Context: an optimization exercise on an open-source flow, tuned for small area, a short achievable clock period and few clock cycles. The choices shown serve that exercise and are no tape-out recipe.
Only simulation tests tie the RTL to the original design; equivalence was not proved.

## flow/design.v (module list and top-level ports; edited modules follow where they fit)
// module mac_fa: 4 lines
// module mac_ha: 4 lines
// module approx_mac_top: 1792 lines
module approx_mac_top (
    input  wire                         clk,
    input  wire                         arst_n,
    input  wire [33:0]                  cmd,     
    input  wire                         cmd_valid,
    output logic                        cmd_ready,
    output logic [151:0]                result,  
    output logic                        result_valid,
    input  wire                         result_ready
);
  // ...
==> flow/flow/run.sh <==
#!/bin/bash
# The standard layout (the standard.sh, all ORFS steps unchanged), except that the
# port buffers buffer_ports inserts are sky130_fd_sc_hd__buf_2 cells instead of the
# delay buffers it picks by default. Every input and output port still gets a buffer.
set -euo pipefail
export BUFFER_PORTS_ARGS="-buffer_cell sky130_fd_sc_hd__buf_2"
bash standard.sh > standard_flow.log 2>&1
==> flow/standard.sh <==
#!/bin/bash
# synth_recipe.tcl (not shown) runs the flow's synth.tcl, then flattens the netlist and writes it again
# the make line also repeats each setting of config.mk as NAME=value (left out here)
make -C /OpenROAD-flow-scripts/flow DESIGN_CONFIG=/design/flow/config.mk WORK_HOME=/design/flow/orfs CLKGATE_MAP_FILE= SYNTH_SCRIPT=/design/flow/synth_recipe.tcl "${@:-finish}"
==> flow/config.mk <==
export PLATFORM = sky130hd
export DESIGN_NAME = approx_mac_top
export DESIGN_NICKNAME = approx_mac_top
export VERILOG_FILES = /design/flow/design.v
export SDC_FILE = /design/flow/constraint.sdc
export NUM_CORES = 4
export LEC_CHECK = 0
export CAP_MARGIN = 20
export CORE_MARGIN = 2
export CORE_UTILIZATION = 40
export SETUP_SLACK_MARGIN = 5
export SLEW_MARGIN = 20
export SYNTH_HIERARCHICAL = 1
==> flow/constraint.sdc <==
create_clock -name core_clock -period 9.0 [get_ports {clk}]
set_input_delay 1.8000 -clock core_clock [delete_from_list [all_inputs] [get_ports {clk}]]
set_output_delay 1.8000 -clock core_clock [all_outputs]
set_load 0.01 [all_outputs]
==> results.ini, run 1 <==
[outcome]
status=timing/DRC/antenna clean

[global_route]
use_met2_pct=35.36
antenna_found_initial=1
grt_max_degree=80
grt-busiest-layer=met2

[placed_design]
postPlaceCellArea_mm2=0.02443
dp_hpwl_mm=43.73

[routing]
wl_mm=62.40
wl_met2_mm=30.30
wl_met3_mm=3.525

[cts]
cts_buffer_depth=3

[sta]
period_needed_ns=4.290
rsz0062_at_grt=yes
postLayoutSetupSlackWorst_ns=4.710

[worst_setup_path]
cp_slowest_cell=fa_2
cp_common_cell=a21o_1

[cells_and_area]
top_regs=pr_q: 62 flops, err_sum: 48 flops, acc: 40 flops
bufAreaShareNonClock_pct=8.716
instances_no_fill=3271
fin_util_pct=50.37
drive_gt1_share_pct=25.47

[synth]
synth-seq-cells=280
syn_avg_cell_area_um2=10.30
synth_top_family_by_area=adder cells
synth_top_area_share_pct=23.58
netlist_top_cells_area=fa_1, dfrtp_1, dfxtp_1
synth_top_area_cell=fa_1

[floorplan]
die_x_um=241.6
core_area_mm2=0.05606
start_util_pct=40.29

Testbench counts, summed over its fixed seeds: cycles 8,399.
==> inputs of run 2 (changes only) <==
--- a/flow/design.v
+++ b/flow/design.v
@@ -93,18 +93,17 @@
             x    <= cmd_s.a;
             y    <= cmd_s.b;
         end
     end
     assign ex = (a_op == mac_op_pkg::OP_MAC_EXACT);
     logic signed [40-1:0] acc;
     logic [39:0]                  acc_s;    
     logic [39:0]                  acc_c;
-    logic [20:0]                  d_s;      
-    logic [20:0]                  d_c;
+    logic [20:0]                  d;        
     logic pt_w1;
     logic pt_w2;
     logic pt_w3;
     logic pt_w4;
     logic pt_w5;
     logic pt_w6;
     logic pt_w7;
     logic pt_w8;
@@ -1037,17 +1036,20 @@
     logic at_w72;
     logic at_w73;
     logic at_w74;
     logic at_w75;
     logic at_w76;
     logic at_w77;
     logic at_w78;
     logic [61:0] pr_q;
-    logic [37:0] er_q;
+    logic [10:0] er_q;
+    logic [14:0] elo;
+    logic [14:0] elo_q;
+    logic [7:0] ehi;
     assign pt_w3 = (x[6] & y[8]);
     assign pt_w4 = (x[7] & y[7]);
     assign pt_w5 = (x[8] & y[6]);
     mac_fa pt_fa5 (.a(pt_w3), .b(pt_w4), .c(pt_w5), .s(pt_w1), .co(pt_w2));
     assign pt_w8 = (x[9] & y[5]);
     assign pt_w9 = (x[10] & y[4]);
     assign pt_w10 = (x[11] & y[3]);
     mac_fa pt_fa10 (.a(pt_w8), .b(pt_w9), .c(pt_w10), .s(pt_w6), .co(pt_w7));
@@ -1635,17 +1637,19 @@
     mac_fa et_fa167 (.a(et_w119), .b(et_w120), .c(et_w167), .s(et_w165), .co(et_w166));
     mac_fa et_fa169 (.a(et_w121), .b(et_w122), .c(et_w84), .s(et_w168), .co(et_w169));
     assign et_w172 = ~((x[2] & y[14]) ^ (x[3] & y[13]));
     mac_fa et_fa172 (.a(et_w123), .b(et_w124), .c(et_w172), .s(et_w170), .co(et_w171));
     assign et_w175 = ~((x[4] & y[13]) ^ (x[5] & y[12]));
     mac_fa et_fa175 (.a(et_w125), .b(et_w126), .c(et_w175), .s(et_w173), .co(et_w174));
     assign et_w176 = ~(et_w127 ^ ((x[4] & y[13]) ^ (x[5] & y[12])));
     assign et_w177 = et_w127 | ((x[4] & y[13]) ^ (x[5] & y[12]));
+    assign elo = {1'b0, et_w161, et_w159, et_w156, et_w153, et_w150, et_w147, et_w145, et_w142, et_w139, et_w136, et_w132, et_w130, et_w129, 1'b1} + {1'b0, et_w162, et_w160, et_w158, et_w155, et_w152, et_w149, et_w146, et_w144, et_w141, et_w138, et_w135, et_w131, ~(x[1] & y[0]), ~(x[0] & y[0])};
     always_ff @(posedge clk) begin
+        elo_q <= elo;
         pr_q[0] <= ((x[0] & y[0]) & ex);
         pr_q[1] <= ((x[0] & y[1]) & ex);
         pr_q[2] <= ((x[1] & y[0]) & ex);
         pr_q[3] <= pt_w620;
         pr_q[4] <= ((x[2] & y[0]) & ex);
         pr_q[5] <= pt_w621;
         pr_q[6] <= pt_w624;
         pr_q[7] <= pt_w625;
@@ -1698,54 +1702,27 @@
         pr_q[54] <= pt_w676;
         pr_q[55] <= pt_w677;
         pr_q[56] <= pt_w678;
         pr_q[57] <= pt_w679;
         pr_q[58] <= pt_w681;
         pr_q[59] <= pt_w682;
         pr_q[60] <= pt_w684;
         pr_q[61] <= pt_w685;
-        er_q[0] <= ~(x[0] & y[0]);
-        er_q[1] <= et_w129;
-        er_q[2] <= ~(x[1] & y[0]);
-        er_q[3] <= et_w130;
-        er_q[4] <= et_w131;
-        er_q[5] <= et_w132;
-        er_q[6] <= et_w135;
-        er_q[7] <= et_w136;
-        er_q[8] <= et_w138;
-        er_q[9] <= et_w139;
-        er_q[10] <= et_w141;
-        er_q[11] <= et_w142;
-        er_q[12] <= et_w144;
-        er_q[13] <= et_w145;
-        er_q[14] <= et_w146;
-        er_q[15] <= et_w147;
-        er_q[16] <= et_w149;
-        er_q[17] <= et_w150;
-        er_q[18] <= et_w152;
-        er_q[19] <= et_w153;
-        er_q[20] <= et_w155;
-        er_q[21] <= et_w156;
-        er_q[22] <= et_w158;
-        er_q[23] <= et_w159;
-        er_q[24] <= et_w160;
-        er_q[25] <= et_w161;
-        er_q[26] <= et_w162;
-        er_q[27] <= et_w163;
-        er_q[28] <= et_w165;
-        er_q[29] <= et_w166;
-        er_q[30] <= et_w168;
-        er_q[31] <= et_w169;
-        er_q[32] <= et_w170;
-        er_q[33] <= et_w171;
-        er_q[34] <= et_w173;
-        er_q[35] <= et_w174;
-        er_q[36] <= et_w176;
-        er_q[37] <= et_w177;
+        er_q[0] <= et_w163;
+        er_q[1] <= et_w165;
+        er_q[2] <= et_w166;
+        er_q[3] <= et_w168;
+        er_q[4] <= et_w169;
+        er_q[5] <= et_w170;
+        er_q[6] <= et_w171;
+        er_q[7] <= et_w173;
+        er_q[8] <= et_w174;
+        er_q[9] <= et_w176;
+        er_q[10] <= et_w177;
     end
     mac_ha at_ha2 (.a(acc[1]), .b(pr_q[1]), .s(at_w1), .co(at_w2));
     mac_fa at_fa4 (.a(acc[2]), .b(pr_q[3]), .c(pr_q[4]), .s(at_w3), .co(at_w4));
     mac_fa at_fa6 (.a(acc[3]), .b(pr_q[5]), .c(pr_q[6]), .s(at_w5), .co(at_w6));
     mac_fa at_fa8 (.a(acc[4]), .b(pr_q[7]), .c(pr_q[8]), .s(at_w7), .co(at_w8));
     mac_fa at_fa10 (.a(acc[5]), .b(pr_q[9]), .c(pr_q[10]), .s(at_w9), .co(at_w10));
     mac_fa at_fa12 (.a(acc[6]), .b(pr_q[11]), .c(pr_q[12]), .s(at_w11), .co(at_w12));
     mac_fa at_fa14 (.a(acc[7]), .b(pr_q[13]), .c(pr_q[14]), .s(at_w13), .co(at_w14));
@@ -1787,28 +1764,26 @@
     assign at_w73 = ~acc[37];
     assign at_w74 = acc[37];
     assign at_w75 = ~acc[38];
     assign at_w76 = acc[38];
     assign at_w77 = ~acc[39];
     assign at_w78 = acc[39];
     assign acc_s = {at_w76, at_w74, at_w72, at_w70, at_w68, at_w66, at_w64, at_w62, at_w60, at_w58, at_w56, at_w54, at_w52, at_w50, at_w48, at_w46, at_w44, at_w42, at_w40, at_w38, at_w36, at_w34, at_w32, at_w30, at_w28, at_w26, at_w24, at_w22, at_w20, at_w18, at_w16, at_w14, at_w12, at_w10, at_w8, at_w6, at_w4, at_w2, at_w1, acc[0]};
     assign acc_c = {at_w77, at_w75, at_w73, at_w71, at_w69, at_w67, at_w65, at_w63, at_w61, at_w59, at_w57, at_w55, at_w53, at_w51, at_w49, at_w47, at_w45, at_w43, at_w41, at_w39, at_w37, at_w35, at_w33, at_w31, at_w29, at_w27, at_w25, at_w23, at_w21, at_w19, at_w17, at_w15, at_w13, at_w11, at_w9, at_w7, at_w5, at_w3, pr_q[2], pr_q[0]};
-    assign d_s = {1'b1, er_q[37], er_q[35], er_q[33], er_q[31], er_q[29], er_q[27], er_q[25], er_q[23], er_q[21], er_q[19], er_q[17], er_q[15], er_q[13], er_q[11], er_q[9], er_q[7], er_q[5], er_q[3], er_q[1], 1'b1};
-    assign d_c = {1'b0, 1'b0, er_q[36], er_q[34], er_q[32], er_q[30], er_q[28], er_q[26], er_q[24], er_q[22], er_q[20], er_q[18], er_q[16], er_q[14], er_q[12], er_q[10], er_q[8], er_q[6], er_q[4], er_q[2], er_q[0]};
+    assign ehi = {1'b1, er_q[10], er_q[8], er_q[6], er_q[4], er_q[2], er_q[0], 1'b1} + {1'b0, 1'b0, er_q[9], er_q[7], er_q[5], er_q[3], er_q[1], elo_q[14]};
+    assign d = {ehi[7:1], elo_q[13:0]};
     logic [48-1:0]  err_sum;
     logic [19:0]            max_q;
     logic [32-1:0] approx_cnt;
-    logic [20:0]            d;        
     logic                   neg;
     logic [19:0]            d_inv;    
     logic [19:0]            abs_err;  
     logic [48:0]            sum_nxt;
     logic [21:0]            cmp;      
-    assign d       = d_s + d_c;
     assign neg     = d[20];
     assign d_inv   = d[19:0] ^ {20{neg}};
     assign abs_err = d_inv + {19'b0, neg};
     assign sum_nxt = {err_sum, 1'b1} + {28'b0, d_inv, neg};
     assign cmp     = {1'b0, d_inv, 1'b1} + {1'b0, ~max_q, neg};
     always_ff @(posedge clk or negedge arst_n) begin
         if (!arst_n) begin
             acc        <= '0;
==> flow/flow/run.sh (replaced) <==
#!/bin/bash
# The standard layout (the standard.sh, all ORFS steps unchanged), except that the
# port buffers buffer_ports inserts are sky130_fd_sc_hd__buf_1 cells instead of the
# delay buffers it picks by default. Every input and output port still gets a buffer.
set -euo pipefail
export BUFFER_PORTS_ARGS="-buffer_cell sky130_fd_sc_hd__buf_1"
bash standard.sh > standard_flow.log 2>&1
==> run 2 against run 1 <==
Effect of this change: final cell count fell by 4.9%; highest routed layer unchanged; clock skew grew 0.0059 ns; still clean; sequential share of layout area up 1.2 points; fmax is 7.0% higher; global-route usage grew 0.39 points; non-clock buffer count is 84 lower; cell area fell by 8.4%.
==> results.ini, run 2 <==
[synth]
yosys.area_share.xor_xnor_pct=5.743
synth_top_area_cell=fa_1
synth_top_family_by_area=adder cells
yosysMostFrequentCell=fa_1
muxShareOfSynthArea_pct=0.6394
ys_types=71
syn_avg_cell_area_um2=10.15  ; -1.5%
synth_compound_gate_area_share_pct=9.936
synth-seq-cells=268  ; -4.3%
synth_top_area_share_pct=24.17  ; +0.60 points
netlist_area_mm2=0.02211
yosys.area_share.adder_pct=32.77
synth-edff-count=34
syn_inst=2178
synth_common_cells=fa_1, nand2_1, and2_1, ha_1, nor2_1
ys_seq_area_share_pct=29.11
ys.warnings.count=7
netlist_top_cells_area=fa_1, dfrtp_1, ha_1
synthSimpleGateAreaFrac_pct=17.90
synthFlopType=dfrtp_1
synth-async-reset-ratio_pct=54.48

[worst_setup_path]
critPathLaunchType=flop
cp_data_arrival_time_ns=4.41
rrSetupSlack_ns=4.99
cp.required_ns=9.40
worstReg2RegStart=er_q[7]$_DFF_P_
crit_chain=ha_4 -> a21o_1 -> a21oi_4 -> o32ai_4 -> buf_12 -> buf_16 -> xnor2_4 -> ha_4 -> a21o_1 -> a21o_1 -> a21o_1 -> a221oi_4 -> a311o_1 -> a31o_4 -> nor4_2 -> xnor2_1 -> nor2_1
cp-end-kind=flop
cp_slowest_stage_delay_ns=0.38
worstPathMaxFanout=8
r2r-end=err_sum[38]$_DFFE_PN0P_
r2r.worst_path.cells=17
critPathKind=flop to flop
cp_slowest_cell=a311o_1
cp_common_cell=a21o_1

[cells_and_area]
final_common_cell=fa_1
final_nets=2839
drive_gt1_share_pct=10.30  ; -15 points
top_regs=pr_q: 62 flops, err_sum: 48 flops, acc: 40 flops
largest_reg_flops=62
mostFrequentLayoutCells=fa_1, nand2_1, buf_1
area_growth_pct=17.00
fin_util_pct=47.15  ; -3.2 points
largest_register=pr_q

[cts]
postCtsHoldBufs=0
cts_buffers=35
clock_latency_ns=0.54
cts_root_buffer=clkbuf_16
clk_pin_slew_ns=0.06
cts_tree=yes
cts_buffer_depth=3  ; unchanged
htreeDepth=2
clock-sinks=268

[routing]
wl_mm=62.44  ; about the same
drtPass1Iterations=6
drt_iter0_drc=992
wl_met2_mm=29.45  ; -2.8%
via_per_inst=5.465
highest_layer=met5
routedWlPerCell_um=20.06
wl_met3_mm=3.854  ; +9.3%
vias=17010
detail_route.drc_violations=0
wl_met1_mm=26.72
antenna_left=0

[sta]
tightest_slew_ns=0.9114
setup_violations=0
hold_viol=0
finalClockSkew_ns=0.02304
rsz0062_at_grt=yes
max_freq_mhz=249.4
min_period_over_period_pct=44.55
fin_setup_tns_ns=0
period_needed_ns=4.009  ; -0.2810 ns
maxSlewHeadroom_pct=38.68
drv_slew=0

[global_route]
grt-ovfl-total=0
grt_use_total_pct=21.73
antenna_found_initial=1  ; unchanged
grt_pass1_vias=17460
grt_max_degree=69  ; -14%
grt_pass1_wl_mm=96.89

[floorplan]
die_x_um=239.1  ; -1.0%
core_area_mm2=0.05488  ; -2.1%
start_util_pct=40.29  ; about the same
io-pin-count=192
fp-row-count=86
die_area_mm2=0.05718
die_h_um=239.1

[worst_hold_path]
min_path_cells=1
worstHoldPathType=flop to flop
hold_start=a_op[1]$_DFFE_PP_
hold_end=b_apx$_DFF_PN0_

[flow_run]
maxCapViolCount=0

[placed_design]
port_buffers=179
dp_hpwl_mm=43.60  ; -0.29%
place_congestion=0.9212

[outcome]
status=timing/DRC/antenna clean

## run 2: kinds of logic after synthesis
family,after synthesis
muxes,14
and+or+nand+nor,783
other,1
adders and majority gates,419
AOI/OAI and AO/OA,345
xor gates and xnor gates,145
buffers and inverters,203
DFF,268
## run 2: final cells by class
type,instances,area [um2]
well taps,704,880.8
multi-input cells,1720,15600
diodes,1,2.502
fillers,5145,29010
inverters,85,319.1
flip-flops and latches,268,6444
clock buffers,48,1006
clock inverters,14,121.4
repair buffers,272,1498
## run 2: worst max-delay path: cells and delay by family, from the launching register on
family          cells  cell delay, ns
compound gates      9            2.12
fa+ha+maj           2            0.50
xor+xnor            2            0.47
flops               1            0.33
buf+inv             2            0.30
simple gates        2            0.14
## run 2: routing by layer
| metal | track usage (%) | vias up |
|---|---|---|
| li1 | - | 7767 |
| met1 | 28.41 | 8542 |
| met2 | 35.26 | 563 |
| met3 | 4.365 | 134 |
| met4 | 8.920 | 2 |
| met5 | 0 | - |
## run 2: how the worst max path moves through the flow
stage                         endpoint  cells after the start  slack [ns]             from
2_1_floorplan  err_sum[34]$_DFFE_PN0P_                     17        5.02  er_q[6]$_DFF_P_
3_3_place_gp   err_sum[21]$_DFFE_PN0P_                     16        4.51  er_q[6]$_DFF_P_
3_5_place_dp   err_sum[26]$_DFFE_PN0P_                     16        4.45  er_q[6]$_DFF_P_
4_1_cts        err_sum[42]$_DFFE_PN0P_                     15        4.99  er_q[8]$_DFF_P_
5_1_grt        err_sum[26]$_DFFE_PN0P_                     17        4.84  er_q[7]$_DFF_P_
6_report       err_sum[38]$_DFFE_PN0P_                     17        4.99  er_q[7]$_DFF_P_
## run 2: modules after synthesis, one instance, submodules excluded
module          cells inside  flip-flops and latches  area (um2)
mac_fa                     1                       0       20.02
mac_ha                     1                       0       12.51
approx_mac_top          1882                     268       16430
## run 2: what timing repair did
action                                 4_1_cts  5_1_grt
gates resized for setup                     36       79
cloned                                       2        3
setup endpoints to repair                   76       71
pin swaps                                    2       29
setup buffers                               38       36
endpoints found under the hold margin        0        0
## run 2: per-stage QoR
step	hold WS, ns	cell area, um2	std cells	worst slack, ns
CTS	0.5101	25000	3072	4.994
finish	0.5057	25870	3112	4.991
detailed placement	0.4976	23330	2970	4.448
floorplan	0.4621	22150	2189	5.015
global route	0.5320	25870	3111	4.843
global placement	0.4875	23330	2970	4.509
Testbench counts of run 2, summed over its fixed seeds: cycles 8,399.
==> inputs of run 3 (changes only) <==
--- a/flow/config.mk
+++ b/flow/config.mk
@@ -8,6 +8,9 @@
 export CAP_MARGIN = 20
 export CORE_MARGIN = 2
 export CORE_UTILIZATION = 40
+export CTS_BUF_LIST = sky130_fd_sc_hd__clkbuf_8
+export CTS_CLUSTER_DIAMETER = 60
+export CTS_CLUSTER_SIZE = 16
 export SETUP_SLACK_MARGIN = 5
 export SLEW_MARGIN = 20
 export SYNTH_HIERARCHICAL = 1
==> run 3 against run 2 <==
Effect of this change: cell area decreased by 2.1%; register-to-register slack about the same; first-iteration DRC count increased by 4.2%; largest cell class unchanged; fmax increased by 0.26%; worst setup slack improved by 0.011 ns; clock skew increased by 0.033 ns; synthesized cell count unchanged; critical endpoint is now err_sum[24]$_DFFE_PN0P_; synthesized area unchanged.
==> results.ini, run 3 <==
[cells_and_area]
final_nets=2831  ; -0.28%
area_growth_pct=14.52
final_common_cell=fa_1
instances_no_fill=3104  ; -0.26%
mostFrequentLayoutCells=fa_1, nand2_1, buf_1
top_regs=pr_q: 62 flops, err_sum: 48 flops, acc: 40 flops
drive_gt1_share_pct=9.425  ; -0.88 points
largest_reg_flops=62  ; unchanged
fillers=5170  ; +0.49%
largest_register=pr_q
final-seq-area_mm2=0.006446  ; about the same
finalInstanceArea_mm2=0.02532  ; -2.1%
multi_input_area_mm2=0.01546  ; -0.90%

[synth]
synthFlopType=dfrtp_1
synth-seq-cells=268  ; unchanged
synth_top_area_share_pct=24.17  ; unchanged
ys_types=71  ; unchanged
syn_inst=2178  ; unchanged
syn_avg_cell_area_um2=10.15  ; unchanged
yosysMostFrequentCell=fa_1
synth-edff-count=34  ; unchanged
synth_common_cells=fa_1, nand2_1, and2_1, ha_1, nor2_1
netlist_top_cells_area=fa_1, dfrtp_1, ha_1
synth-async-reset-ratio_pct=54.48  ; unchanged
ys.warnings.count=7  ; unchanged
ys_seq_area_share_pct=29.11  ; unchanged
synth_top_area_cell=fa_1
netlist_area_mm2=0.02211  ; unchanged

[worst_hold_path]
min_path_cells=1  ; unchanged
hold_end=b_apx$_DFF_PN0_
hold_start=a_op[1]$_DFFE_PP_
worstHoldPathType=flop to flop

[floorplan]
die_area_mm2=0.05718  ; unchanged
io-pin-count=192  ; unchanged
fp-row-count=86  ; unchanged
core_area_mm2=0.05488  ; unchanged
start_util_pct=40.29  ; unchanged
die_x_um=239.1  ; unchanged
die_h_um=239.1  ; unchanged

[sta]
fin_setup_tns_ns=0  ; unchanged
hold_viol=0  ; unchanged
finalClockSkew_ns=0.05648  ; +0.03344 ns
rsz0062_at_grt=yes
drv_slew=0  ; unchanged
postLayoutSetupSlackWorst_ns=5.001  ; +0.01057 ns
tightest_slew_ns=0.8729  ; -0.03851 ns
setup_violations=0  ; unchanged
period_needed_ns=3.999  ; -0.01057 ns
min_period_over_period_pct=44.43  ; -0.12 points
max_freq_mhz=250.1  ; +0.26%
maxSlewHeadroom_pct=41.27  ; +2.6 points

[placed_design]
postPlaceCellArea_mm2=0.02333  ; unchanged
port_buffers=179  ; unchanged
place_inst=2970  ; unchanged
place_congestion=0.9212  ; unchanged
dp_hpwl_mm=43.60  ; unchanged
pre_cts_slack_ns=4.448  ; unchanged

[cts]
clock-sinks=268  ; unchanged
cts_buffers=30  ; -14%
cts_buffer_depth=3  ; unchanged
htreeDepth=1  ; -1
cts_root_buffer=clkbuf_8
clock_latency_ns=0.67  ; +0.13 ns
cts_tree=yes
postCtsHoldBufs=0  ; unchanged
clk_pin_slew_ns=0.11  ; +0.05 ns

[global_route]
grt_use_total_pct=21.16  ; -0.57 points
use_met2_pct=34.77  ; -0.49 points
grt_pass1_vias=17200  ; -1.4%
use_met1_pct=28.27  ; -0.14 points
grt_max_degree=69  ; unchanged
use_met3_pct=3.210  ; -1.2 points
grt-ovfl-total=0  ; unchanged
grt-busiest-layer=met2
antenna_found_initial=1  ; unchanged
grt_pass1_wl_mm=95.14  ; -1.8%

[worst_setup_path]
r2r.worst_path.cells=18  ; +1
cp.required_ns=9.50  ; +0.10 ns
r2r-end=err_sum[24]$_DFFE_PN0P_
worstReg2RegStart=er_q[7]$_DFF_P_
cp_data_arrival_time_ns=4.50  ; +0.09 ns
cp-end-kind=flop
worstPathMaxFanout=7  ; -1
rrSetupSlack_ns=5.00  ; about the same
critPathLaunchType=flop
critPathKind=flop to flop

[routing]
via_per_inst=5.424  ; -0.76%
vias=16840  ; -1.0%
routedWlPerCell_um=19.70  ; -1.8%
detail_route.drc_violations=0  ; unchanged
drt_iter0_drc=1034  ; +4.2%
wl_mm=61.14  ; -2.1%
antenna_left=0  ; unchanged
drtPass1Iterations=5  ; -1

[outcome]
status=timing/DRC/antenna clean

[flow_run]
maxCapViolCount=0  ; unchanged

[run 3: repair_timing]
action	CTS	global route
pin swaps	1	22
buffers inserted	28	44
endpoints found under the setup margin	76	81
cloned	1	3
resized for setup	27	68
[run 3: worst max path at each step]
stage | start | to | slack, ns
floorplan | er_q[6]$_DFF_P_ | err_sum[34]$_DFFE_PN0P_ | 5.02
global placement | er_q[6]$_DFF_P_ | err_sum[21]$_DFFE_PN0P_ | 4.51
detailed placement | er_q[6]$_DFF_P_ | err_sum[26]$_DFFE_PN0P_ | 4.45
CTS | er_q[7]$_DFF_P_ | err_sum[36]$_DFFE_PN0P_ | 4.97
global route | er_q[7]$_DFF_P_ | err_sum[36]$_DFFE_PN0P_ | 4.85
finish | er_q[7]$_DFF_P_ | err_sum[24]$_DFFE_PN0P_ | 5.00
[run 3: metrics by stage]
step                hold slack (ns)  util (%)
detailed placement           0.4976     42.51
finish                       0.5145     46.14
global placement             0.4875     42.51
floorplan                    0.4621         -
global route                 0.5390     46.14
CTS                          0.5175     44.58
[run 3: layout make-up]
class / count / area share (%)
diodes: 2 / 0.01976
repair buffers: 270 / 5.993
well taps: 704 / 3.478
clock buffers: 30 / 1.631
clock inverters: 26 / 1.107
flip-flops and latches: 268 / 25.46
multi-input cells: 1719 / 61.06
inverters: 85 / 1.260
[run 3: logic make-up after synthesis]
logic type	count (synthesis)	synth area share [%]
AOI/OAI and AO/OA	345	9.936
xor gates and xnor gates	145	5.743
adders and majority gates	419	32.77
buffers and inverters	203	3.876
DFF	268	29.11
muxes	14	0.6394
other	1	0.01696
and+or+nand+nor	783	17.90
[run 3: per-layer routing]
metal  vias to the layer above  part of all wire [%]  routed length [um]
met5                         -                     0                   0
met4                         0                   3.6                2208
met3                       105                   5.8                3563
met2                       512                    47               28950
met1                      8489                    43               26420
li1                       7729                     -                   -
[run 3: critical path, stage by stage (launching register included)]
cell and delay [ns]:
dfxtp_2 0.34, ha_4 0.25, a21o_1 0.20, a21oi_4 0.19, o32ai_4 0.13, buf_12 0.15, buf_12 0.15, xnor2_4 0.28
ha_4 0.25, a21o_1 0.19, a21o_1 0.19, a21o_1 0.19, a221oi_4 0.31, a311o_1 0.36, a31o_4 0.28, buf_4 0.14
nor3b_2 0.04, xnor2_1 0.15, nor2_1 0.07
[run 3: per-module statistics from Yosys, one instance, submodules excluded]
module,flip-flops and latches,copies in the design,cell area [um2],cells
mac_fa,0,264,20.02,1
approx_mac_top,268,1,16430,1882
mac_ha,0,32,12.51,1
==> inputs of run 4 (changes only) <==
--- a/flow/config.mk
+++ b/flow/config.mk
@@ -7,7 +7,7 @@
 export LEC_CHECK = 0
 export CAP_MARGIN = 20
 export CORE_MARGIN = 2
-export CORE_UTILIZATION = 40
+export CORE_UTILIZATION = 75
 export CTS_BUF_LIST = sky130_fd_sc_hd__clkbuf_8
 export CTS_CLUSTER_DIAMETER = 60
 export CTS_CLUSTER_SIZE = 16
==> run 4 against run 3 <==
Effect of this change: via count rose by 8.5%; final cell count fell by 10%; first-iteration DRC count rose by 120%; synthesized area did not move; sequential share of layout area rose by 0.75 points; cell area fell by 2.9%; global-route usage rose by 18 points.
==> results.ini, run 4 <==
[cts]
cts_root_buffer=clkbuf_8
htreeDepth=1  ; unchanged
cts_buffer_depth=3  ; unchanged
cts_buffers=25  ; -17%
cts_tree=yes
clock_latency_ns=0.61  ; -0.06 ns
clock-sinks=268  ; unchanged
postCtsHoldBufs=0  ; unchanged
clk_pin_slew_ns=0.10  ; about the same

[routing]
drtPass1Iterations=6  ; +1
detail_route.drc_violations=0  ; unchanged
drt_iter0_drc=2307  ; +120%
via_per_inst=6.569  ; +21%
wl_mm=64.43  ; +5.4%
routedWlPerCell_um=23.17  ; +18%
antenna_left=0  ; unchanged
vias=18260  ; +8.5%

[synth]
synth-seq-cells=268  ; unchanged
netlist_top_cells_area=fa_1, dfrtp_1, ha_1
synth-async-reset-ratio_pct=54.48  ; unchanged
synth_top_area_share_pct=24.17  ; unchanged
synth_common_cells=fa_1, nand2_1, and2_1, ha_1, nor2_1
synth_top_area_cell=fa_1
ys_types=71  ; unchanged
syn_inst=2178  ; unchanged
synthFlopType=dfrtp_1
syn_avg_cell_area_um2=10.15  ; unchanged
yosysMostFrequentCell=fa_1
synth-edff-count=34  ; unchanged
ys.warnings.count=7  ; unchanged
ys_seq_area_share_pct=29.11  ; unchanged
netlist_area_mm2=0.02211  ; unchanged

[floorplan]
io-pin-count=192  ; unchanged
fp-row-count=62  ; -28%
start_util_pct=76.63  ; +36 points
die_x_um=175.7  ; -27%
core_area_mm2=0.02886  ; -47%
die_h_um=175.7  ; -27%
die_area_mm2=0.03087  ; -46%

[placed_design]
place_inst=2652  ; -11%
dp_hpwl_mm=42.43  ; -2.7%
postPlaceCellArea_mm2=0.02295  ; -1.6%
place_congestion=1.015  ; +10%
port_buffers=179  ; unchanged

[flow_run]
maxCapViolCount=0  ; unchanged

[cells_and_area]
mostFrequentLayoutCells=fa_1, nand2_1, buf_1
area_growth_pct=11.15
instances_no_fill=2780  ; -10%
largest_reg_flops=62  ; unchanged
top_regs=pr_q: 62 flops, err_sum: 48 flops, acc: 40 flops
final_nets=2831  ; unchanged
largest_register=pr_q
final_common_cell=fa_1
drive_gt1_share_pct=8.608  ; -0.82 points
finalInstanceArea_mm2=0.02458  ; -2.9%

[sta]
rsz0062_at_grt=yes
max_freq_mhz=250.0  ; about the same
maxSlewHeadroom_pct=34.59  ; -6.7 points
whs_ns=0.5143  ; -0.0001440 ns
min_period_over_period_pct=44.45  ; about the same
period_needed_ns=4.000  ; +0.001510 ns
fin_setup_tns_ns=0  ; unchanged
tightest_slew_ns=0.9768  ; +0.1039 ns
finalClockSkew_ns=0.02580  ; -0.03067 ns
hold_viol=0  ; unchanged
drv_slew=0  ; unchanged
setup_violations=0  ; unchanged

[outcome]
status=timing/DRC/antenna clean

[worst_setup_path]
rrSetupSlack_ns=5.00  ; about the same
cp-end-kind=flop
cp.required_ns=9.45  ; -0.05 ns
critPathKind=flop to flop
worstPathMaxFanout=22  ; +15
critPathLaunchType=flop
cp_data_arrival_time_ns=4.45  ; -0.05 ns

[global_route]
grt_use_total_pct=39.06  ; +18 points
grt-ovfl-total=0  ; unchanged
antenna_found_initial=2  ; +1
grt_pass1_vias=18000  ; +4.7%
grt_pass1_wl_mm=94.25  ; -0.94%
grt_max_degree=73  ; +5.8%

[worst_hold_path]
worstHoldPathType=flop to flop

==> run 4: area by class of cell <==
class	count	area [um2]
Antenna cell	3	7.507
Clock buffer	27	371.6
Clock inverter	19	158.9
Fill cell	1572	4280
Inverter	85	319.1
Multi-Input combinational cell	1721	15300
Sequential cell	268	6441
Tap cell	384	480.5
Timing Repair Buffer	273	1499
==> run 4: logic make-up (layout without fill, tap and decap cells) <==
logic type	count (synthesis)	count (layout)	synth area share [%]
adder cells (fa/ha/maj)	419	419	32.77
AO/OA/AOI/OAI	345	346	9.936
multiplexers	14	14	0.6394
XOR/XNOR	145	145	5.743
flip-flops	268	268	29.11
AND/OR/NAND/NOR	783	785	17.90
other	1	15	0.01696
buffers and inverters	203	404	3.876
==> run 4: metrics by stage <==
stage                     util (%)  setup slack (ns)
after CTS                    83.00             4.979
after global placement       79.52             4.637
after detailed placement     79.52             4.545
final                        85.17             5.000
after global routing         85.14             4.918
after floorplan                  -             5.015
==> run 4: final timing paths <==
check / start / end / cells past startpoint
max: a_op[0]$_DFFE_PP_ / pr_q[18]$_DFF_P_ / 8
min reg2reg: max_q[5]$_DFFE_PN0P_ / max_q[5]$_DFFE_PN0P_ / 2
min: max_q[5]$_DFFE_PN0P_ / max_q[5]$_DFFE_PN0P_ / 2
min in group asynchronous: arst_n / approx_cnt[18]$_DFFE_PN0P_ / 1
max in group asynchronous: arst_n / b_clr$_DFF_PN0_ / 3
max reg2reg: a_op[0]$_DFFE_PP_ / pr_q[18]$_DFF_P_ / 8
==> run 4: critical path: stages (launching register included) <==
cell and delay, ns:
edfxtp_1 0.49, nand2b_1 0.32, buf_4 0.35, nor2_1 0.09, a21oi_1 0.22, fa_1 0.52, fa_1 0.43, fa_1 0.55
fa_1 0.85
==> run 4: Yosys stat by module, one instance, submodules excluded <==
module          times used  flip-flops and latches  cells inside
mac_ha                  32                       0             1
approx_mac_top           1                     268          1882
mac_fa                 264                       0             1
==> run 4: timing repair <==
item                       CTS  global route
pin swaps                    1             6
setup endpoints to repair   81            78
buffers inserted            39            35
gates cloned                 1             4
resized for setup           26            45
==> run 4: per-layer routing <==
layer,track usage [%],vias to the layer above,part of all wire [%]
li1,-,7714,-
met1,51.81,8827,36
met2,62.88,1340,45
met3,6.732,378,11
met4,19.46,2,7.3
met5,0,-,0.014
==> inputs of run 5 (changes only) <==
--- a/flow/config.mk
+++ b/flow/config.mk
@@ -7,7 +7,7 @@
 export LEC_CHECK = 0
 export CAP_MARGIN = 20
 export CORE_MARGIN = 2
-export CORE_UTILIZATION = 75
+export CORE_UTILIZATION = 60
 export CTS_BUF_LIST = sky130_fd_sc_hd__clkbuf_8
 export CTS_CLUSTER_DIAMETER = 60
 export CTS_CLUSTER_SIZE = 16
==> run 5 against run 4 <==
Effect of this change: global-route usage shrank 8.1 points; hold slack is essentially flat; register-to-register slack better by 0.10 ns; die area is 24% higher; via count decreased by 7.1%.
==> results.ini, run 5 <==
[floorplan]
die_area_mm2=0.03841  ; +24%
start_util_pct=60.69  ; -16 points
core_area_mm2=0.03643  ; +26%
fp-row-count=70  ; +13%
die_h_um=196.0  ; +12%
die_x_um=196.0  ; +12%
io-pin-count=192  ; unchanged

[synth]
synth-seq-cells=268  ; unchanged
syn_avg_cell_area_um2=10.15  ; unchanged
synth-async-reset-ratio_pct=54.48  ; unchanged
ys_types=71  ; unchanged
synth_top_area_cell=fa_1
ys_seq_area_share_pct=29.11  ; unchanged
synthFlopType=dfrtp_1
synth_common_cells=fa_1, nand2_1, and2_1, ha_1, nor2_1
netlist_area_mm2=0.02211  ; unchanged
yosysMostFrequentCell=fa_1
netlist_top_cells_area=fa_1, dfrtp_1, ha_1
syn_inst=2178  ; unchanged
synth_top_area_share_pct=24.17  ; unchanged
synth-edff-count=34  ; unchanged
ys.warnings.count=7  ; unchanged

[global_route]
grt_pass1_vias=17220  ; -4.4%
grt_pass1_wl_mm=92.98  ; -1.3%
grt_max_degree=75  ; +2.7%
antenna_found_initial=1  ; -1
grt-ovfl-total=0  ; unchanged
grt_use_total_pct=30.95  ; -8.1 points

[cells_and_area]
area_growth_pct=13.05
fillers=2899  ; +84%
final_nets=2834  ; +0.11%
drive_gt1_share_pct=9.754  ; +1.1 points
mostFrequentLayoutCells=fa_1, nand2_1, buf_1
largest_register=pr_q
largest_reg_flops=62  ; unchanged
final_common_cell=fa_1
top_regs=pr_q: 62 flops, err_sum: 48 flops, acc: 40 flops
finalInstanceArea_mm2=0.02500  ; +1.7%

[worst_setup_path]
worstPathMaxFanout=12  ; -45%
r2r-end=pr_q[34]$_DFF_P_
r2r.worst_path.cells=7  ; -1
cp.required_ns=9.52  ; +0.07 ns
cp_data_arrival_time_ns=4.42  ; -0.03 ns
rrSetupSlack_ns=5.10  ; +0.10 ns
cp-end-kind=flop
critPathLaunchType=flop
critPathKind=flop to flop
worstReg2RegStart=a_op[1]$_DFFE_PP_

[sta]
finalClockSkew_ns=0.03366  ; +0.007853 ns
setup_violations=0  ; unchanged
min_period_over_period_pct=43.29  ; -1.2 points
drv_slew=0  ; unchanged
rsz0062_at_grt=yes
hold_viol=0  ; unchanged
max_freq_mhz=256.7  ; +2.7%
maxSlewHeadroom_pct=33.92  ; -0.67 points
period_needed_ns=3.896  ; -0.1041 ns
tightest_slew_ns=0.9867  ; +0.009941 ns
fin_setup_tns_ns=0  ; unchanged

[worst_hold_path]
hold_start=acc[31]$_DFFE_PN0P_
worstHoldPathType=flop to flop
min_path_cells=2  ; unchanged
hold_end=acc[31]$_DFFE_PN0P_

[cts]
clock_latency_ns=0.64  ; +0.03 ns
cts_tree=yes
htreeDepth=1  ; unchanged
cts_root_buffer=clkbuf_8
cts_buffers=28  ; +12%
clk_pin_slew_ns=0.10  ; about the same
clock-sinks=268  ; unchanged
cts_buffer_depth=3  ; unchanged
postCtsHoldBufs=0  ; unchanged

[placed_design]
dp_hpwl_mm=42.04  ; -0.90%
postPlaceCellArea_mm2=0.02307  ; +0.52%
port_buffers=179  ; unchanged
place_congestion=0.9644  ; -5.0%

[routing]
routedWlPerCell_um=20.88  ; -9.9%
antenna_left=0  ; unchanged
drtPass1Iterations=6  ; unchanged
wl_mm=59.90  ; -7.0%
drt_iter0_drc=1015  ; -56%
detail_route.drc_violations=0  ; unchanged
via_per_inst=5.915  ; -10%
vias=16970  ; -7.1%

[outcome]
status=timing/DRC/antenna clean

[flow_run]
maxCapViolCount=0  ; unchanged

run 5: cell counts after synthesis:
Identical to the previous run, type by type.
run 5: what timing repair did:
action,4_1_cts,5_1_grt
pin swaps,4,25
gates resized for setup,31,78
buffers inserted,36,35
cloned,3,3
setup endpoints to repair,91,80
run 5: kinds of logic after synthesis:
kind of cell             share of synthesized area (%)
other                                          0.01696
adder cells (fa/ha/maj)                          32.77
multiplexers                                    0.6394
XOR/XNOR                                         5.743
buffers and inverters                            3.876
flip-flops                                       29.11
AO/OA/AOI/OAI                                    9.936
AND/OR/NAND/NOR                                  17.90
run 5: through the flow:
stage / std cells / hold slack, ns / utilization, % / setup slack [ns]
4_1_cts: 2829 / 0.5227 / 66.44 / 4.971
5_1_grt: 2867 / 0.5655 / 68.60 / 4.969
3_5_place_dp: 2738 / 0.5003 / 63.31 / 3.982
6_report: 2869 / 0.5146 / 68.61 / 5.104
3_3_place_gp: 2738 / 0.4859 / 63.31 / 4.098
2_1_floorplan: 2189 / 0.4621 / - / 5.015
run 5: worst max path at each step:
stage	startpoint	end	slack, ns	depth (start not counted)
after CTS	er_q[6]$_DFF_P_	err_sum[21]$_DFFE_PN0P_	4.97	18
after global placement	er_q[6]$_DFF_P_	err_sum[25]$_DFFE_PN0P_	4.10	14
after global routing	x[0]$_DFFE_PP_	elo_q[12]$_DFF_P_	4.97	13
after detailed placement	er_q[6]$_DFF_P_	err_sum[29]$_DFFE_PN0P_	3.98	14
after floorplan	er_q[6]$_DFF_P_	err_sum[34]$_DFFE_PN0P_	5.02	17
final	a_op[1]$_DFFE_PP_	pr_q[34]$_DFF_P_	5.10	7
run 5: Yosys stat by module, one instance, submodules excluded:
module | flops+latches | cell area [um2] | cells | times used
approx_mac_top | 268 | 16430 | 1882 | 1
mac_fa | 0 | 20.02 | 1 | 264
mac_ha | 0 | 12.51 | 1 | 32
run 5: critical path, cell delays in order (launching register included):
cell and delay [ns]:
edfxtp_1 0.62, nor2b_2 0.60, and3_1 0.26, fa_1 0.45, fa_1 0.42, fa_1 0.42
fa_1 0.58, fa_1 0.42
run 5: final cells by class:
| cell class | count | area (um2) | area share [%] |
|---|---|---|---|
| antenna | 2 | 5.005 | 0.02002 |
| clock buffer | 30 | 412.9 | 1.652 |
| clock inverter | 22 | 185.2 | 0.7408 |
| inverter | 85 | 319.1 | 1.276 |
| multi-input combinational | 1723 | 15550 | 62.20 |
| sequential | 268 | 6444 | 25.78 |
| tap | 468 | 585.6 | 2.342 |
| timing repair buffer | 271 | 1499 | 5.996 |
run 5: metal layers:
layer  routed length (um)  global-route usage, %
met1                25390                  42.96
met2                28020                  49.93
met3                 3580                  3.507
met4                 2896                  13.05
met5                   13                      0
==> inputs of run 6 (changes only) <==
==> flow/run.sh (new file) <==
#!/bin/bash
# synth_recipe.tcl (not shown) runs the flow's synth.tcl, then flattens the netlist and writes it again
# the make line also repeats each setting of config.mk as NAME=value (left out here)
make -C /OpenROAD-flow-scripts/flow DESIGN_CONFIG=/design/flow/config.mk WORK_HOME=/design/flow/orfs CLKGATE_MAP_FILE= SYNTH_SCRIPT=/design/flow/synth_recipe.tcl finish
--- a/flow/config.mk
+++ b/flow/config.mk
@@ -8,9 +8,6 @@
 export CAP_MARGIN = 20
 export CORE_MARGIN = 2
 export CORE_UTILIZATION = 60
-export CTS_BUF_LIST = sky130_fd_sc_hd__clkbuf_8
-export CTS_CLUSTER_DIAMETER = 60
-export CTS_CLUSTER_SIZE = 16
 export SETUP_SLACK_MARGIN = 5
 export SLEW_MARGIN = 20
 export SYNTH_HIERARCHICAL = 1
removed: flow/flow/run.sh
removed: flow/standard.sh
==> run 6 against run 5 <==
Effect of this change: still clean; critical path depth increased by 1; worst setup slack got worse by 0.078 ns; register-to-register slack got worse by 0.08 ns; synthesized area unchanged; non-clock buffer count decreased by 10; sequential share of layout area decreased by 1.4 points; count of clock-buffer cells in the layout increased by 12; clock skew decreased by 0.021 ns; largest cell class unchanged.
==> results.ini, run 6 <==
[floorplan]
start_util_pct=60.69  ; unchanged
fp-row-count=70  ; unchanged
io-pin-count=192  ; unchanged
die_h_um=196.0  ; unchanged
die_area_mm2=0.03841  ; unchanged
die_x_um=196.0  ; unchanged
core_area_mm2=0.03643  ; unchanged

[worst_setup_path]
cp_slowest_stage_delay_ns=0.61  ; about the same
critPathKind=flop to flop
worstPathMaxFanout=25  ; +13
cp_slowest_cell=edfxtp_1
crit_chain=nand2b_1 -> buf_4 -> nor2_1 -> fa_1 -> fa_1 -> fa_1 -> fa_1 -> fa_1
crit_start=a_op[0]$_DFFE_PP_
r2r.worst_path.cells=8  ; +1
critPathLaunchType=flop
crit_end=pr_q[28]$_DFF_P_
cp-end-kind=flop
cp_common_cell=fa_1
worstReg2RegStart=a_op[0]$_DFFE_PP_
rrSetupSlack_ns=5.03  ; -0.08 ns
cp.required_ns=9.46  ; -0.06 ns
r2r-end=pr_q[28]$_DFF_P_
cp_data_arrival_time_ns=4.44  ; +0.02 ns

[synth]
syn_inst=2178  ; unchanged
ys.warnings.count=7  ; unchanged
synth-async-reset-ratio_pct=54.48  ; unchanged
ys_seq_area_share_pct=29.11  ; unchanged
ys_types=71  ; unchanged
yosysMostFrequentCell=fa_1
netlist_top_cells_area=fa_1, dfrtp_1, ha_1
synth-edff-count=34  ; unchanged
synth_top_area_cell=fa_1
syn_avg_cell_area_um2=10.15  ; unchanged
netlist_area_mm2=0.02211  ; unchanged
synth_common_cells=fa_1, nand2_1, and2_1, ha_1, nor2_1
synth-seq-cells=268  ; unchanged
synthFlopType=dfrtp_1
synth_top_area_share_pct=24.17  ; unchanged

[sta]
postLayoutSetupSlackWorst_ns=5.026  ; -0.07755 ns
tightest_slew_ns=1.004  ; +0.01719 ns
rsz0062_at_grt=yes
max_freq_mhz=251.7  ; -2.0%
drv_slew=0  ; unchanged
finalClockSkew_ns=0.01310  ; -0.02055 ns
min_period_over_period_pct=44.15  ; +0.86 points
maxSlewHeadroom_pct=32.77  ; -1.2 points
setup_violations=0  ; unchanged
fin_setup_tns_ns=0  ; unchanged
period_needed_ns=3.974  ; +0.07755 ns
hold_viol=0  ; unchanged

[cells_and_area]
mostFrequentLayoutCells=fa_1, nand2_1, clkdlybuf4s50_1
final_nets=2827  ; -0.25%
diodes=0  ; -2
finalInstanceArea_mm2=0.02642  ; +5.7%
final_common_cell=fa_1
largest_register=pr_q
largest_reg_flops=62  ; unchanged
area_growth_pct=19.46
top_regs=pr_q: 62 flops, err_sum: 48 flops, acc: 40 flops
drive_gt1_share_pct=8.939  ; -0.82 points

[global_route]
grt_pass1_wl_mm=97.08  ; +4.4%
grt-ovfl-total=0  ; unchanged
grt_pass1_vias=17920  ; +4.1%
grt_max_degree=93  ; +24%
grt_use_total_pct=32.32  ; +1.4 points
antenna_found_initial=1  ; unchanged

[cts]
clock_latency_ns=0.58  ; -0.06 ns
cts_buffers=31  ; +11%
cts_tree=yes
clock-sinks=268  ; unchanged
cts_root_buffer=clkbuf_16
clk_pin_slew_ns=0.06  ; -0.04 ns
htreeDepth=1  ; unchanged
postCtsHoldBufs=0  ; unchanged
cts_buffer_depth=3  ; unchanged

[routing]
wl_mm=61.86  ; +3.3%
detail_route.drc_violations=0  ; unchanged
antenna_left=0  ; unchanged
vias=17360  ; +2.3%
drtPass1Iterations=5  ; -1
drt_iter0_drc=1189  ; +17%
via_per_inst=6.067  ; +2.6%
routedWlPerCell_um=21.61  ; +3.5%

[placed_design]
pre_cts_slack_ns=4.035  ; +0.05320 ns
postPlaceCellArea_mm2=0.02418  ; +4.8%
dp_hpwl_mm=43.49  ; +3.4%
port_buffers=179  ; unchanged
place_congestion=0.9183  ; -4.8%

[flow_run]
maxCapViolCount=0  ; unchanged

[outcome]
status=timing/DRC/antenna clean

[worst_hold_path]
worstHoldPathType=flop to flop

run 6: changes by cell type in the layout (fill, tap and decap cells not counted), moves of 3 or more:
cell             delta
nor3_1              +3
buf_4              -10
clkbuf_16          +34
buf_8               +3
inv_6               -3
buf_1             -178
ha_4                -3
inv_1               -5
clkdlybuf4s50_1   +178
clkbuf_8           -23
nand2_2             -3
nand2_1             +3
run 6: final cells by class:
| type | count | area, um2 |
|---|---|---|
| clock inverter | 15 | 147.6 |
| clock buffer | 42 | 950.9 |
| inverter | 85 | 319.1 |
| sequential | 268 | 6441 |
| fill | 2713 | 10020 |
| timing repair buffer | 261 | 2544 |
| multi-input combinational | 1723 | 15430 |
| tap | 468 | 585.6 |
run 6: routing by layer:
layer / wire length (um) / GRT usage [%] / vias to the layer above
met1: 25110 / 44.08 / 8643
met2: 29080 / 52.67 / 826
met3: 4916 / 4.487 / 166
met4: 2745 / 13.16 / 2
li1: - / - / 7727
met5: 12 / 0 / -
run 6: worst min path at each step:
stage	startpoint	end	slack, ns	cells past startpoint
floorplan	a_op[0]$_DFFE_PP_	b_clr$_DFF_PN0_	0.46	1
global placement	acc[31]$_DFFE_PN0P_	acc[31]$_DFFE_PN0P_	0.49	2
detailed placement	acc[31]$_DFFE_PN0P_	acc[31]$_DFFE_PN0P_	0.50	2
CTS	acc[31]$_DFFE_PN0P_	acc[31]$_DFFE_PN0P_	0.51	2
global route	max_q[5]$_DFFE_PN0P_	max_q[5]$_DFFE_PN0P_	0.54	2
finish	acc[31]$_DFFE_PN0P_	acc[31]$_DFFE_PN0P_	0.51	2
run 6: through the flow:
| stage | utilization [%] | hold slack (ns) | cells |
|---|---|---|---|
| 2_1_floorplan | - | 0.4621 | 2189 |
| 3_3_place_gp | 66.36 | 0.4913 | 2737 |
| 3_5_place_dp | 66.36 | 0.4954 | 2737 |
| 4_1_cts | 71.04 | 0.5094 | 2839 |
| 5_1_grt | 72.50 | 0.5449 | 2862 |
| 6_report | 72.50 | 0.5097 | 2862 |
run 6: worst max-delay path: cells and delay by family (launching register included):
kind | cells | cell delay [ns]
fa+ha+maj | 5 | 2.38
buf+inv | 1 | 0.25
flops | 1 | 0.61
simple gates | 2 | 0.58
run 6: per-module statistics from Yosys (local to each module, per instance):
| module | flip-flops and latches | cells | cell area, um2 | copies in the design |
|---|---|---|---|---|
| approx_mac_top | 268 | 1882 | 16430 | 1 |
| mac_fa | 0 | 1 | 20.02 | 264 |
| mac_ha | 0 | 1 | 12.51 | 32 |
run 6: cells by family (layout without fill, tap and decap cells):
| kind of cell | Yosys count | count (layout) | share of synthesized area [%] |
|---|---|---|---|
| and+or+nand+nor | 783 | 785 | 17.90 |
| AOI/OAI and AO/OA | 345 | 348 | 9.936 |
| adders and majority gates | 419 | 419 | 32.77 |
| xor gates and xnor gates | 145 | 145 | 5.743 |
| muxes | 14 | 14 | 0.6394 |
| buffers and inverters | 203 | 403 | 3.876 |
| other | 1 | 12 | 0.01696 |
| DFF | 268 | 268 | 29.11 |
run 6: repair_timing:
item / CTS / global route
setup endpoints to repair: 87 / 74
gates cloned: 4 / 2
setup buffers: 41 / 21
gates resized for setup: 31 / 53
pin swaps: 6 / 9
==> inputs of run 7 (changes only) <==
--- a/flow/config.mk
+++ b/flow/config.mk
@@ -7,7 +7,7 @@
 export LEC_CHECK = 0
 export CAP_MARGIN = 20
 export CORE_MARGIN = 2
-export CORE_UTILIZATION = 60
+export CORE_UTILIZATION = 40
 export SETUP_SLACK_MARGIN = 5
 export SLEW_MARGIN = 20
 export SYNTH_HIERARCHICAL = 1
==> run 7 against run 6 <==
Effect of this change: die area increased by 49%; worst setup slack improved by 0.016 ns; sequential share of layout area down 0.40 points; first-iteration DRC count decreased by 11%; critical path depth rose by 9; highest routed layer is now met4; count of clock-buffer cells in the layout up 12; global-route usage fell by 11 points; fmax rose by 0.41%.
==> results.ini, run 7 <==
[cells_and_area]
final_common_cell=fa_1
final_nets=2832  ; +0.18%
largest_reg_flops=62  ; unchanged
mostFrequentLayoutCells=fa_1, nand2_1, clkdlybuf4s50_1
area_growth_pct=21.43
fillers=5005  ; +84%
diodes=0  ; unchanged
instances_no_fill=3107  ; +8.6%
finalInstanceArea_mm2=0.02685  ; +1.6%
drive_gt1_share_pct=9.197  ; +0.26 points
fin_util_pct=48.93  ; -24 points
top_regs=pr_q: 62 flops, err_sum: 48 flops, acc: 40 flops
largest_register=pr_q

[worst_setup_path]
worstReg2RegStart=er_q[0]$_DFF_P_
crit_chain=ha_1 -> a21o_1 -> a21o_1 -> a21o_1 -> a21oi_2 -> mux2_2 -> mux2i_4 -> ha_1 -> a21o_1 -> a211oi_1 -> o21ai_0 -> a21oi_1 -> o21ai_1 -> o21ai_2 -> buf_12 -> nor2_2 -> a22o_1
critPathKind=flop to flop
cp_slowest_cell=mux2_2
cp.required_ns=9.42  ; -0.04 ns
critPathLaunchType=flop
worstPathMaxFanout=16  ; -36%
cp-end-kind=flop
cp_data_arrival_time_ns=4.38  ; -0.06 ns
crit_start=er_q[0]$_DFF_P_
cp_common_cell=a21o_1
cp_slowest_stage_delay_ns=0.38  ; -0.23 ns

[placed_design]
place_congestion=0.8844  ; -3.7%
port_buffers=179  ; unchanged
dp_hpwl_mm=44.37  ; +2.0%
pre_cts_slack_ns=4.324  ; +0.2888 ns
postPlaceCellArea_mm2=0.02445  ; +1.1%
place_inst=2970  ; +8.5%

[routing]
via_per_inst=5.420  ; -11%
detail_route.drc_violations=0  ; unchanged
antenna_left=0  ; unchanged
drtPass1Iterations=5  ; unchanged
vias=16840  ; -3.0%
routedWlPerCell_um=20.00  ; -7.5%
wl_mm=62.15  ; +0.46%
drt_iter0_drc=1060  ; -11%

[sta]
max_freq_mhz=252.7  ; +0.41%
hold_viol=0  ; unchanged
tightest_slew_ns=1.061  ; +0.05704 ns
period_needed_ns=3.958  ; -0.01603 ns
setup_violations=0  ; unchanged
drv_slew=0  ; unchanged
finalClockSkew_ns=0.02747  ; +0.01437 ns
fin_setup_tns_ns=0  ; unchanged
rsz0062_at_grt=yes
maxSlewHeadroom_pct=29.01  ; -3.8 points
whs_ns=0.5063  ; -0.003432 ns
postLayoutSetupSlackWorst_ns=5.042  ; +0.01603 ns
min_period_over_period_pct=43.97  ; -0.18 points

[synth]
synth-seq-cells=268  ; unchanged
netlist_area_mm2=0.02211  ; unchanged
syn_avg_cell_area_um2=10.15  ; unchanged
netlist_top_cells_area=fa_1, dfrtp_1, ha_1
synth-async-reset-ratio_pct=54.48  ; unchanged
synth_common_cells=fa_1, nand2_1, and2_1, ha_1, nor2_1
ys_types=71  ; unchanged
ys.warnings.count=7  ; unchanged
synth-edff-count=34  ; unchanged
synth_top_area_share_pct=24.17  ; unchanged
yosysMostFrequentCell=fa_1
ys_seq_area_share_pct=29.11  ; unchanged
synthFlopType=dfrtp_1
synth_top_area_cell=fa_1
syn_inst=2178  ; unchanged

[cts]
cts_buffer_depth=3  ; unchanged
clock-sinks=268  ; unchanged
clock_latency_ns=0.56  ; -0.02 ns
postCtsHoldBufs=0  ; unchanged
cts_buffers=36  ; +16%
htreeDepth=2  ; +1
clk_pin_slew_ns=0.05  ; about the same
cts_root_buffer=clkbuf_16
cts_tree=yes

[floorplan]
die_h_um=239.1  ; +22%
fp-row-count=86  ; +23%
io-pin-count=192  ; unchanged
die_x_um=239.1  ; +22%
start_util_pct=40.29  ; -20 points
die_area_mm2=0.05718  ; +49%
core_area_mm2=0.05488  ; +51%

[global_route]
grt_max_degree=95  ; +2.2%
grt_pass1_vias=17390  ; -3.0%
grt_use_total_pct=21.67  ; -11 points
grt_pass1_wl_mm=96.49  ; -0.60%
grt-ovfl-total=0  ; unchanged
antenna_found_initial=2  ; +1

[worst_hold_path]
worstHoldPathType=flop to flop
hold_start=acc[0]$_DFFE_PN0P_

[outcome]
status=timing/DRC/antenna clean

[flow_run]
maxCapViolCount=0  ; unchanged

==> run 7: cell types whose count changed in the layout (fill, tap and decap cells not counted), moves of 3 or more <==
cell	delta
ha_1	-4
ha_4	+3
clkbuf_16	+8
buf_6	+3
clkbuf_1	+7
==> run 7: what timing repair did <==
action,4_1_cts,5_1_grt
endpoints found under the setup margin,82,74
gates cloned,1,3
gates resized for setup,34,50
pin swaps,2,18
buffers inserted,43,24
==> run 7: area by class of cell <==
class | instances | area, um2 | area share (%)
Sequential cell | 268 | 6441 | 23.99
Multi-Input combinational cell | 1719 | 15390 | 57.32
Clock inverter | 12 | 111.4 | 0.4147
Clock buffer | 54 | 1125 | 4.189
Timing Repair Buffer | 265 | 2582 | 9.618
Inverter | 85 | 319.1 | 1.188
Tap cell | 704 | 880.8 | 3.281
==> run 7: path summary, 6_finish.rpt <==
| kind | slack [ns] | depth (start not counted) | to |
|---|---|---|---|
| setup / recovery | 5.04 | 17 | max_q[1]$_DFFE_PN0P_ |
| hold / removal | 0.51 | 2 | acc[0]$_DFFE_PN0P_ |
| setup reg to reg | 5.04 | 17 | max_q[1]$_DFFE_PN0P_ |
| hold reg to reg | 0.51 | 2 | acc[0]$_DFFE_PN0P_ |
| max in group asynchronous | 6.32 | 2 | acc[37]$_DFFE_PN0P_ |
| min in group asynchronous | 1.35 | 1 | err_sum[7]$_DFFE_PN0P_ |
==> run 7: routing by layer <==
layer	vias to the layer above	share of wire [%]	global-route usage (%)
met5	-	0	0
met4	0	3.0	7.235
met3	105	5.1	3.048
met2	468	48	36.10
met1	8518	44	29.05
li1	7748	-	-
==> run 7: cells by family (layout without fill, tap and decap cells) <==
| kind of cell | Yosys count | after routing | share of synthesized area [%] |
|---|---|---|---|
| mux | 14 | 14 | 0.6394 |
| compound gates | 345 | 346 | 9.936 |
| simple gates | 783 | 783 | 17.90 |
| buf+inv | 203 | 416 | 3.876 |
| other cells | 1 | 12 | 0.01696 |
| xor+xnor | 145 | 145 | 5.743 |
| flops | 268 | 268 | 29.11 |
| fa+ha+maj | 419 | 419 | 32.77 |
==> run 7: per-module statistics from Yosys, one instance, submodules excluded <==
module | flip-flops and latches | area, um2 | times used | cells inside
approx_mac_top | 268 | 16430 | 1 | 1882
mac_fa | 0 | 20.02 | 264 | 1
mac_ha | 0 | 12.51 | 32 | 1
==> run 7: worst max-delay path: cells and delay by family, from the launching register on <==
family                     cells  cell delay, ns
buffers and inverters          1            0.19
AOI/OAI and AO/OA             11            2.10
and+or+nand+nor                1            0.10
muxes                          2            0.56
adders and majority gates      2            0.56
DFF                            1            0.33
==> inputs of run 8 (changes only) <==
--- a/flow/config.mk
+++ b/flow/config.mk
@@ -8,6 +8,9 @@
 export CAP_MARGIN = 20
 export CORE_MARGIN = 2
 export CORE_UTILIZATION = 40
+export CTS_BUF_LIST = sky130_fd_sc_hd__clkbuf_8
+export CTS_CLUSTER_DIAMETER = 60
+export CTS_CLUSTER_SIZE = 20
 export SETUP_SLACK_MARGIN = 5
 export SLEW_MARGIN = 20
 export SYNTH_HIERARCHICAL = 1
==> run 8 against run 7 <==
Effect of this change: still clean on timing, DRC and antenna; fmax about the same; cell area is 0.68% lower; die area is the same; worst setup slack worse by 0.0022 ns; synthesized cell count is the same; clock skew increased by 0.0087 ns; critical endpoint is now err_sum[38]$_DFFE_PN0P_; largest cell class unchanged.
==> results.ini, run 8 <==
[outcome]
status=timing/DRC/antenna clean

[cells_and_area]
mostFrequentLayoutCells=fa_1, nand2_1, clkdlybuf4s50_1
final_common_cell=fa_1
fillers=5040  ; +0.70%
final_nets=2839  ; +0.25%
largest_reg_flops=62  ; unchanged
instances_no_fill=3111  ; +0.13%
multi_input_area_mm2=0.01553  ; +0.89%
drive_gt1_share_pct=10.10  ; +0.90 points
top_regs=pr_q: 62 flops, err_sum: 48 flops, acc: 40 flops
area_growth_pct=20.61
final-seq-area_mm2=0.006444  ; about the same
largest_register=pr_q

[synth]
ys_seq_area_share_pct=29.11  ; unchanged
synth_top_area_share_pct=24.17  ; unchanged
synth-async-reset-ratio_pct=54.48  ; unchanged
syn_inst=2178  ; unchanged
syn_avg_cell_area_um2=10.15  ; unchanged
synth-seq-cells=268  ; unchanged
synth_top_area_cell=fa_1
synth-edff-count=34  ; unchanged
synthFlopType=dfrtp_1

[routing]
antenna_left=0  ; unchanged
vias=16780  ; -0.35%
via_per_inst=5.394  ; -0.48%
drtPass1Iterations=5  ; unchanged
wl_met1_mm=27.11  ; -0.96%
routedWlPerCell_um=19.92  ; -0.43%
wl_met2_mm=29.65  ; -0.36%

[sta]
tightest_slew_ns=1.060  ; -0.0009014 ns
min_period_over_period_pct=44.00  ; about the same
hold_viol=0  ; unchanged
whs_ns=0.5184  ; +0.01210 ns
period_needed_ns=3.960  ; +0.002170 ns
finalClockSkew_ns=0.03618  ; +0.008705 ns
fin_setup_tns_ns=0  ; unchanged
maxSlewHeadroom_pct=29.07  ; +0.060 points
rsz0062_at_grt=yes
drv_slew=0  ; unchanged
postLayoutSetupSlackWorst_ns=5.040  ; -0.002170 ns

[global_route]
antenna_found_initial=1  ; -1
grt_pass1_vias=17340  ; -0.29%
grt_use_total_pct=21.42  ; -0.26 points
grt_pass1_wl_mm=95.95  ; -0.56%
grt-ovfl-total=0  ; unchanged

[placed_design]
dp_hpwl_mm=44.37  ; unchanged
place_inst=2970  ; unchanged
pre_cts_slack_ns=4.324  ; unchanged
port_buffers=179  ; unchanged

[floorplan]
start_util_pct=40.29  ; unchanged
core_area_mm2=0.05488  ; unchanged
die_h_um=239.1  ; unchanged
fp-row-count=86  ; unchanged
die_x_um=239.1  ; unchanged
die_area_mm2=0.05718  ; unchanged

[cts]
clock-sinks=268  ; unchanged
cts_buffer_depth=3  ; unchanged
clock_latency_ns=0.70  ; +0.14 ns
cts_root_buffer=clkbuf_8
cts_tree=yes

[worst_setup_path]
cp.required_ns=9.55  ; +0.13 ns
worstPathMaxFanout=7  ; -9
cp_slowest_stage_delay_ns=0.40  ; +0.02 ns
cp-end-kind=flop

[flow_run]
maxCapViolCount=0  ; unchanged

run 8: worst max-delay path: cells and delay by family, from the launching register on:
family	cells	cell delay [ns]
simple gates	3	0.48
compound gates	6	1.27
flops	1	0.33
xor+xnor	2	0.28
buf+inv	6	0.87
fa+ha+maj	2	0.57
run 8: path summary, 6_finish.rpt:
check | startpoint | end | depth (start not counted)
min in group asynchronous | arst_n | err_sum[8]$_DFFE_PN0P_ | 1
max reg2reg | er_q[0]$_DFF_P_ | err_sum[38]$_DFFE_PN0P_ | 19
min | a_op[1]$_DFFE_PP_ | b_apx$_DFF_PN0_ | 1
max | er_q[0]$_DFF_P_ | err_sum[38]$_DFFE_PN0P_ | 19
min reg2reg | a_op[1]$_DFFE_PP_ | b_apx$_DFF_PN0_ | 1
max in group asynchronous | arst_n | acc[31]$_DFFE_PN0P_ | 2
run 8: cell families after synthesis:
kind of cell               share of synthesized area, %
AOI/OAI and AO/OA                                 9.936
xor gates and xnor gates                          5.743
adders and majority gates                         32.77
buffers and inverters                             3.876
DFF                                               29.11
muxes                                            0.6394
other                                           0.01696
and+or+nand+nor                                   17.90
run 8: modules after synthesis, one instance, submodules excluded:
module	copies in the design	flops+latches	area (um2)
mac_fa	264	0	20.02
mac_ha	32	0	12.51
approx_mac_top	1	268	16430
run 8: final cells by class:
class                           instances  area share [%]
Clock inverter                         27           1.356
Timing Repair Buffer                  278           10.16
Multi-Input combinational cell       1718           58.23
Inverter                               85           1.196
Sequential cell                       268           24.16
Clock buffer                           31           1.600
Tap cell                              704           3.303
run 8: repair_timing:
item | CTS | global route
endpoints found under the setup margin | 82 | 71
hold buffers | 0 | 0
buffers inserted | 43 | 37
pin swaps | 2 | 22
gates resized for setup | 35 | 73
cloned | 1 | 2
run 8: stage by stage:
| step | cell area [um2] | util [%] |
|---|---|---|
| after floorplan | 22150 | - |
| after global placement | 24450 | 44.55 |
| after detailed placement | 24450 | 44.55 |
| after CTS | 25850 | 47.10 |
| after global routing | 26670 | 48.60 |
| final | 26670 | 48.60 |
run 8: metal layers:
layer	vias up	global-route usage, %
met4	0	6.951
met1	8459	28.94
met5	-	0
met3	102	3.002
met2	478	35.49
li1	7741	-

[what the ideal ports hide]
The results above use ideal ports. As a check the final layouts listed here were re-extracted and re-timed, cells and wires unchanged.
Step 1: set_driving_cell puts a clkbuf_16 on clk and a buf_2 on each other input, an assumption about the parent block.
Step 2 adds t to the input delays and takes it off the output delays; t is the mean of the earliest and latest rising clock arrival at the registers after step 1. Input paths then give back, and output paths get back, about the clock's delay inside the block.
a / b / c = no drivers / after step 1 / after step 2; a / b = the first two.
run	t (ns)	slack for setup (ns)	worst register clock-pin slew, ns	worst data-port slew with drivers (ns)	cell pins on the clock port's net
run 1	0.601	4.710 / 4.710 / 4.710	0.06 / 0.06	0.10	1
run 2	0.589	4.991 / 4.991 / 4.991	0.06 / 0.06	0.06	1
run 3	0.693	5.001 / 5.001 / 5.001	0.11 / 0.11	0.06	1
run 4	0.649	5.000 / 5.000 / 5.000	0.11 / 0.11	0.08	1
run 5	0.680	5.104 / 5.104 / 5.104	0.10 / 0.10	0.09	1
run 6	0.631	5.026 / 5.026 / 5.026	0.07 / 0.07	0.09	1
run 7	0.597	5.042 / 5.042 / 5.042	0.07 / 0.07	0.07	1
run 8	0.736	5.040 / 5.040 / 5.040	0.12 / 0.12	0.07	1
After both steps setup and hold are still met in every run listed.
